What follows belongs to an exercise in optimizing a design on an open flow for small area and a short achievable clock period; a production flow would make more cautious choices.
Power figures rest on the tool's default switching activity, not on a simulated workload.

// mfb_frame_gen_top
module mfb_frame_gen_top (
    input  logic          CLK,
    input  logic          RESET,
    input  logic          START,
    input  logic [31:0]   FRAMES,
    input  logic [15:0]   LEN_MIN,
    input  logic [15:0]   LEN_MAX,
    output logic          BUSY,
    output logic          DONE,
    output logic [31:0]   SENT_CNT,
    output logic [1023:0] TX_DATA,
    output logic [5:0]    TX_SOF_POS,
    output logic [11:0]   TX_EOF_POS,
    output logic [1:0]    TX_SOF,
    output logic [1:0]    TX_EOF,
    output logic          TX_SRC_RDY,
    input  logic          TX_DST_RDY
);
For scale: about 2800 cells after synthesis, roughly 1100 I/O pins, about 25000 um^2 of cells after synthesis.
Settings: LEC_CHECK=0, ABC_CLOCK_PERIOD_IN_PS=3000, CAP_MARGIN=20, CORE_AREA=4 4 326 326, DIE_AREA=0 0 330 330, SLEW_MARGIN=20; clock period 12.0 ns.
standard.sh (not shown) runs the stock make flow with config.mk's settings and CLKGATE_MAP_FILE= SYNTH_SCRIPT=/design/flow/synth_recipe.tcl, a recipe that flattens the netlist after the stock synthesis.
==> flow/flow/run.sh <==
#!/bin/bash
set -euo pipefail
bash standard.sh \
  "BUFFER_PORTS_ARGS=-buffer_cell sky130_fd_sc_hd__buf_1" \
  SETUP_SLACK_MARGIN=7.1 \
  finish > make.log 2>&1
Next try:
==> flow/flow/run.sh (replaced) <==
#!/bin/bash
# The standard ORFS layout (standard.sh, with the standard synthesis), with
#  - the smallest buffer on the ports,
#  - the TX_DATA pins that one register or gate drives placed side by side
#    (place_pins -group_pins), so that those nets stay short, and
set -euo pipefail

# Item i of region r is TX_DATA[(r*64+i)*8 +: 8]. Bit b < 3 of an item comes
# from a register (or its complement) shared by the items with the same
# i mod 2^b; bit 3 is shared by the items with the same i mod 16 (as i/8 mod
# 2, i mod 8) and bit 4 by those with the same i mod 32.
groups=""
group() {  # $1: bit, $2: modulus; one group per residue
    local r=$3 b=$1 n=$2 g i list
    for ((g = 0; g < n; g++)); do
        list=""
        for ((i = g; i < 64; i += n)); do
            list+=" TX_DATA[$(( (r * 64 + i) * 8 + b ))]"
        done
        groups+=" -group_pins {${list# }}"
    done
}
for r in 0 1; do
    group 0 1 $r
    group 1 2 $r
    group 2 4 $r
    group 3 16 $r
    group 4 32 $r
done

bash standard.sh \
  "BUFFER_PORTS_ARGS=-buffer_cell sky130_fd_sc_hd__buf_1" \
  "PLACE_PINS_ARGS=${groups# }" \
  SETUP_SLACK_MARGIN=7.3 \
  finish > make.log 2>&1
Settings changed: CORE_AREA 4 4 326 326 to 4 4 366 366, DIE_AREA 0 0 330 330 to 0 0 370 370.
What happened:
- With this change the flow died in 3_2_place_iop, error PPL-0086
- area after synthesis is unchanged
- synthesized cell count does not change
Next try:
==> flow/flow/run.sh (replaced) <==
#!/bin/bash
set -euo pipefail
bash standard.sh \
  "BUFFER_PORTS_ARGS=-buffer_cell sky130_fd_sc_hd__buf_1" \
  SETUP_SLACK_MARGIN=7.3 \
  finish > make.log 2>&1
Settings changed: CORE_AREA 4 4 366 366 to 4 4 326 326, DIE_AREA 0 0 370 370 to 0 0 330 330.
The new run finished clean. Synthesized area stays the same. Synthesized cell count is unchanged.
Next try:
--- a/flow/flow/run.sh
+++ b/flow/flow/run.sh
@@ -1,0 +2,4 @@
+# The standard ORFS layout (standard.sh, with the standard synthesis), with
+#  - the smallest buffer on the ports,
+#  - the TX_DATA pins that one register or gate drives placed side by side
+#    (place_pins -group_pins), so that those nets stay short, and
@@ -2,0 +7,31 @@
+
+# Item i of region r is TX_DATA[(r*64+i)*8 +: 8]. Bit b < 3 of an item comes
+# from a register (or its complement) shared by the items with the same
+# i mod 2^b; bit 3 is shared by the items with the same i mod 16 (as i/8 mod
+# 2, i mod 8) and bit 4 by those with the same i mod 32. place_pins anneals (-annealing) to fit the groups.
+groups=""
+group() {  # $1: bit, $2: modulus; one group per residue
+    local r=$3 b=$1 n=$2 g i k list
+    for ((g = 0; g < n; g++)); do
+        list=""
+        k=0
+        for ((i = g; i < 64; i += n)); do
+            list+=" TX_DATA[$(( (r * 64 + i) * 8 + b ))]"
+            # at most 16 pins a group, which place_pins can always fit
+            if (( ++k == 16 )); then
+                groups+=" -group_pins {${list# }}"
+                list=""
+                k=0
+            fi
+        done
+        if [[ -n $list ]]; then groups+=" -group_pins {${list# }}"; fi
+    done
+}
+for r in 0 1; do
+    group 0 1 $r
+    group 1 2 $r
+    group 2 4 $r
+    group 3 16 $r
+    group 4 32 $r
+done
+
@@ -4,0 +40 @@
+  "PLACE_PINS_ARGS=-annealing ${groups# }" \
Outcome:
- With this change the flow never finished: it broke off in 3_2_place_iop on PPL-0107
- area after synthesis does not change
- synthesized cell count does not change
Function was not checked in any run of this note: the RTL went through the layout flow alone.

* * *

== the baseline ==
Another version of the RTL of mfb_frame_gen_top (not shown whole).
Size in the first run: ~2800 cells after synthesis, about 1100 I/O pins.
export LEC_CHECK = 0
export ABC_CLOCK_PERIOD_IN_PS = 3000
export CAP_MARGIN = 20
export CORE_AREA = 4 4 326 326
export DIE_AREA = 0 0 330 330
export SLEW_MARGIN = 20
create_clock -name core_clock -period 12.0 [get_ports {CLK}]
==> flow/flow/run.sh <==
#!/bin/bash
set -euo pipefail
bash standard.sh \
  "BUFFER_PORTS_ARGS=-buffer_cell sky130_fd_sc_hd__buf_1" \
  SETUP_SLACK_MARGIN=7 \
  finish > make.log 2>&1
For the candidate, these inputs were changed with respect to the baseline:
==> flow/flow/run.sh <==
#!/bin/bash
set -euo pipefail
bash standard.sh \
  "BUFFER_PORTS_ARGS=-buffer_cell sky130_fd_sc_hd__buf_1" \
  SETUP_SLACK_MARGIN=7.5 \
  finish > make.log 2>&1
- The candidate ends up with a critical path depth that is 11 higher than in the baseline.
- The candidate — layout buffering overhead excluding clock cells 6.4 points higher, the baseline as reference
- Between the baseline and the candidate, the total instance count after detailed placement figures differ only marginally.
- Cmp the candidate and the baseline / wire length of the first global-routing pass / lower: the baseline
- The baseline → the candidate: total overflow reported by the global router shows no meaningful change; sequential share of power shows a reduction of 3.9 points; global-route usage shows an increase of 2.3 points; arrival time of data at the critical path endpoint shows an increase of 2.57 ns; routed length on met1 shows no meaningful change.
- | total wirelength of the detailed-routed design | the candidate vs the baseline | worse |
Function was not checked in any run of this note: the RTL went through the layout flow alone.

## port drivers added, routing unchanged
How much do the figures lean on ideal ports? The routed layouts below were timed once more, with nothing changed but the port constraints. Step 1 sets driving cells, clkbuf_16 on the clock port and buf_2 on the other inputs (assumed; they add their load-dependent delay and slew). Step 2 times the ports against the registers' clock, not the clock port: input delays grow and output delays shrink by t, the midpoint of the rising clock arrivals with the driver on. Three values: no drivers, after step 1, after step 2; two values: the first two.
run	shift t [ns]	slack for setup (ns)	clock arrival spread, ns	worst slew at a driven data input, ns
the first run of note 1	0.621	7.082 / 7.026 / 6.684	0.025 / 0.025	0.14
the third run of note 1	0.627	7.103 / 7.043 / 6.840	0.034 / 0.033	0.11
the baseline	0.645	6.961 / 6.904 / 6.405	0.024 / 0.024	0.08
the candidate	0.653	7.118 / 7.123 / 6.470	0.013 / 0.014	0.18
After both steps every run listed still meets setup and hold. The setup slack of the candidate, which loses most, moves by +0.005 ns with the drivers and by -0.648 ns with both steps.
